Context: an optimization exercise on an open-source flow, tuned for small area, a short achievable clock period and few clock cycles per item. The choices shown serve that exercise and are no tape-out recipe. Where RTL was checked, it was by simulation tests only, not by an equivalence proof against the original.

job 101:
// fp_alu_seq
module fp_alu_seq #(
   parameter int EXP_W = 8,
   parameter int MAN_W = 23
) (
   input  logic                   clk,
   input  logic                   rst,
   input  logic                   in_valid,
   output logic                   in_ready,
   input  logic [2:0]             op,
   input  logic [EXP_W+MAN_W:0]   a,
   input  logic [EXP_W+MAN_W:0]   b,
   output logic                   out_valid,
   input  logic                   out_ready,
   output logic [EXP_W+MAN_W:0]   result,
   output logic [3:0]             flags
);
   localparam logic [2:0] OP_SUB = 3'b001;
   localparam logic [2:0] OP_MUL = 3'b010;
   localparam logic [2:0] OP_DIV = 3'b011;
   localparam int         XST    = 2;    
   logic        v0, st0;
   logic [2:0]  op0;
   logic [31:0] a0, b0;
   logic        v1, add1, mul1, div1, s1;
   logic [9:0]  e1;
   logic [26:0] xa1;
   logic [27:0] xb1;
   logic        xc1;
   logic        sp1, spn1, spi1, sps1, nv1, dz1;
   logic        v2, div2, s2, z2;
   logic [9:0]  e2;
   logic [22:0] f2;
   logic        sp2, spn2, spi2, sps2, nv2, dz2;
   logic        v3;
   logic [31:0] res3;
   logic [3:0]  fl3;
   logic        dbusy;
   logic [2:0]  dcnt;
  ...
Size: about 440 flip-flops, ~110 I/O pins, ~45,000 um2 of cells after synthesis.
clock: 11.0 ns
lec_check: 0
abc_area: 1
abc_clock_period_in_ps: 5000
cap_margin: 20
core_margin: 2
core_utilization: 40
setup_slack_margin: 5
slew_margin: 20
standard.sh (not shown) runs the stock make flow with config.mk's settings and CLKGATE_MAP_FILE= SYNTH_SCRIPT=/design/flow/synth_recipe.tcl, a recipe that flattens the netlist after the stock synthesis.
==> flow/flow/run.sh <==
#!/bin/bash
# Own flow: the standard layout (standard.sh), except that synthesis runs without
# the full/half-adder extraction (ADDER_MAP_FILE empty), so that ABC maps the adders
# itself. Registers, floorplan, power grid, placement, CTS and routing are the standard ones.
set -euo pipefail
bash standard.sh ADDER_MAP_FILE= synth > synth.log 2>&1
bash standard.sh finish > layout.log 2>&1
Testbench counts of job 101, summed over its fixed seeds: cycles 5,138, items 3,000.
The inputs of job 102 differ from those of job 101 as listed below.
--- a/flow/design.v
+++ b/flow/design.v
@@ -32,25 +32,30 @@
    logic [22:0] f2;
    logic        sp2, spn2, spi2, sps2, nv2, dz2;
    logic        v3;
    logic [31:0] res3;
    logic [3:0]  fl3;
    logic        dbusy;
    logic [2:0]  dcnt;
    logic [26:0] dws, dwc;
    logic [24:0] dq, dqm;
    logic [23:0] dd;
-   logic adv, adv0, accept, consume, dfree, start_in, start_r0, div0;
+   logic        hv;           
+   logic [26:0] hws, hwc;
+   logic [24:0] hq;
+   logic adv, adv0, accept, consume, dfree, start_in, start_r0, div0, dfin, dstep;
    assign div0     = (op0 == OP_DIV);
-   assign adv      = !(v3 && !out_ready) && !(v2 && div2 && (dcnt != 3'd0));
+   assign adv      = !(v3 && !out_ready) && !(v2 && div2 && !hv);
    assign consume  = v2 && div2 && adv;
-   assign dfree    = !dbusy || consume;
+   assign dfin     = dbusy && (dcnt == 3'd1) && (!hv || consume);
+   assign dstep    = dbusy && ((dcnt > 3'd1) || dfin);
+   assign dfree    = !dbusy || dfin;
    assign start_r0 = v0 && div0 && !st0 && dfree;
    assign adv0     = adv && (!div0 || (st0 && ({1'b0, dcnt} <= 4'(2 + XST))));
    assign in_ready = !v0 || adv0;
    assign accept   = in_valid && in_ready;
    assign start_in = accept && (op == OP_DIV) && dfree;
    logic       sa, sb, sb_eff, sx;
    logic [7:0] ea, eb;
    logic       za, zb, ia, ib, na, nb;
    logic [23:0] siga, sigb;
    logic       is_add, is_mul, is_div;
@@ -189,22 +194,22 @@
    assign {div2, s2, z2, e2, f2, sp2, spn2, spi2, sps2, nv2, dz2} = bq[XST];
    logic [26:0] wsum;
    logic [24:0] qf;
    logic [22:0] f3;
    logic [9:0]  e2m1;
    logic [7:0]  e3;
    logic        ovf, unf, ovf_a, unf_a, ovf_b, unf_b, dhi;
    logic [31:0] res_n;
    logic [3:0]  fl_n;
    always_comb begin
-      wsum  = dws + dwc;
-      qf    = wsum[26] ? dqm : dq;
+      wsum  = hws + hwc;
+      qf    = wsum[26] ? (hq - 25'd1) : hq;
       dhi   = qf[24];
       e2m1  = e2 - 10'd1;
       ovf_a = !e2[9] && (e2 >= 10'd255);
       unf_a = e2[9] || (e2 == 10'd0);
       ovf_b = !e2m1[9] && (e2m1 >= 10'd255);
       unf_b = e2m1[9] || (e2m1 == 10'd0);
       if (div2 && !dhi) begin
          f3  = qf[22:0];
          e3  = e2m1[7:0];
          ovf = ovf_b;
@@ -247,55 +252,67 @@
       if (accept) begin
          a0  <= a;
          b0  <= b;
          op0 <= op;
          st0 <= start_in;
       end else if (start_r0) begin
          st0 <= 1'b1;
       end
    end
    logic [31:0] da_src, db_src;
-   logic [26:0] lws, lwc, sws1, swc1, sws2, swc2;
-   logic [24:0] lq, lqm, sq1, sqm1, sq2, sqm2;
+   logic [26:0] lws, lwc, sws1, swc1, sws2, swc2, sws3, swc3;
+   logic [24:0] lq, lqm, sq1, sqm1, sq2, sqm2, sq3, sqm3;
    logic [23:0] ld;
    assign da_src = start_r0 ? a0 : a;
    assign db_src = start_r0 ? b0 : b;
    assign ld     = {1'b1, db_src[22:0]};
    fp_div_step u_ds0 (.ws({4'b0000, da_src[22:0]} | 27'h0800000), .wc(27'd0),
                       .q(25'd0), .qm({25{1'b1}}), .d(ld),
                       .ws_n(lws), .wc_n(lwc), .q_n(lq), .qm_n(lqm));
    fp_div_step u_ds1 (.ws(dws), .wc(dwc), .q(dq), .qm(dqm), .d(dd),
                       .ws_n(sws1), .wc_n(swc1), .q_n(sq1), .qm_n(sqm1));
    fp_div_step u_ds2 (.ws(sws1), .wc(swc1), .q(sq1), .qm(sqm1), .d(dd),
                       .ws_n(sws2), .wc_n(swc2), .q_n(sq2), .qm_n(sqm2));
+   fp_div_step u_ds3 (.ws(sws2), .wc(swc2), .q(sq2), .qm(sqm2), .d(dd),
+                      .ws_n(sws3), .wc_n(swc3), .q_n(sq3), .qm_n(sqm3));
    always_ff @(posedge clk) begin
       if (rst) begin
          dbusy <= 1'b0;
          dcnt  <= 3'd0;
-      end else if (start_in || start_r0) begin
-         dbusy <= 1'b1;
-         dcnt  <= 3'd6;
+         hv    <= 1'b0;
       end else begin
-         if (consume) dbusy <= 1'b0;
-         if (dbusy && (dcnt != 3'd0)) dcnt <= dcnt - 3'd1;
+         if (start_in || start_r0) begin
+            dbusy <= 1'b1;
+            dcnt  <= 3'd4;
+         end else if (dstep) begin
+            dcnt  <= dcnt - 3'd1;
+            if (dfin) dbusy <= 1'b0;
+         end
+         if (dfin) hv <= 1'b1;
+         else if (consume) hv <= 1'b0;
       end
       if (start_in || start_r0) begin
          dws <= lws;
          dwc <= lwc;
          dq  <= lq;
          dqm <= lqm;
          dd  <= ld;
-      end else if (dbusy && (dcnt != 3'd0)) begin
-         dws <= sws2;
-         dwc <= swc2;
-         dq  <= sq2;
-         dqm <= sqm2;
+      end else if (dstep) begin
+         dws <= sws3;
+         dwc <= swc3;
+         dq  <= sq3;
+         dqm <= sqm3;
+      end
+      if (dfin) begin
+         hws <= sws3;
+         hwc <= swc3;
+         hq  <= sq3;
       end
    end
 endmodule
 module fp_div_step (
    input  logic [26:0] ws,
    input  logic [26:0] wc,
    input  logic [24:0] q,
    input  logic [24:0] qm,
    input  logic [23:0] d,
    output logic [26:0] ws_n,
Notes after the runs:
Going from job 101 to job 102, fraction of final layout cells with drive strength greater than 1 now larger; hold slack now larger.
Taking job 101 as 1.0, job 102 lands at 0.928 on maximum frequency.
Comparing job 102 and job 101, the lower full die area is on job 101.
Job 102 vs job 101, worst-path cell with the longest stage delay: edfxtp_1 vs clkdlybuf4s50_1
Share of the synthesized area in compound gates (AO/OA/AOI/OAI) was higher in the run labelled job 102.
On job 102: number of register bits inferred by synthesis is 64 higher than what job 101 gave.
Job 102 vs. job 101: number of vias per cell after detailed routing picked up an extra 0.62%, global-route wire length before repair now larger.
The RTL of job 102 was laid out without a check of its function.

==> re-timing with driven ports <==
The results above use ideal ports. As a check the final layouts listed here were re-extracted and re-timed, cells and wires unchanged.
Step 1, drivers: a clkbuf_16 drives clk and a buf_2 each remaining input, both assumed.
Step 2 also shifts input and output timing later by t, the mid clock arrival at the registers, as if the neighbouring blocks saw the same clock.
a / b / c = no drivers / after step 1 / after step 2; a / b = the first two.
run	shift t [ns]	setup slack, ns	hold WS [ns]	latest minus earliest clock arrival (ns)	worst slew at a driven data input, ns
job 101	0.673	5.041 / 5.016 / 4.702	0.398 / 0.398 / 0.398	0.050 / 0.050	0.10
job 102	0.714	4.581 / 4.581 / 4.478	0.405 / 0.405 / 0.405	0.027 / 0.026	0.14
After both steps every run listed still meets setup and hold. For job 101, which loses most, drivers alone change the setup slack by -0.025 ns; drivers and shift together by -0.339 ns.
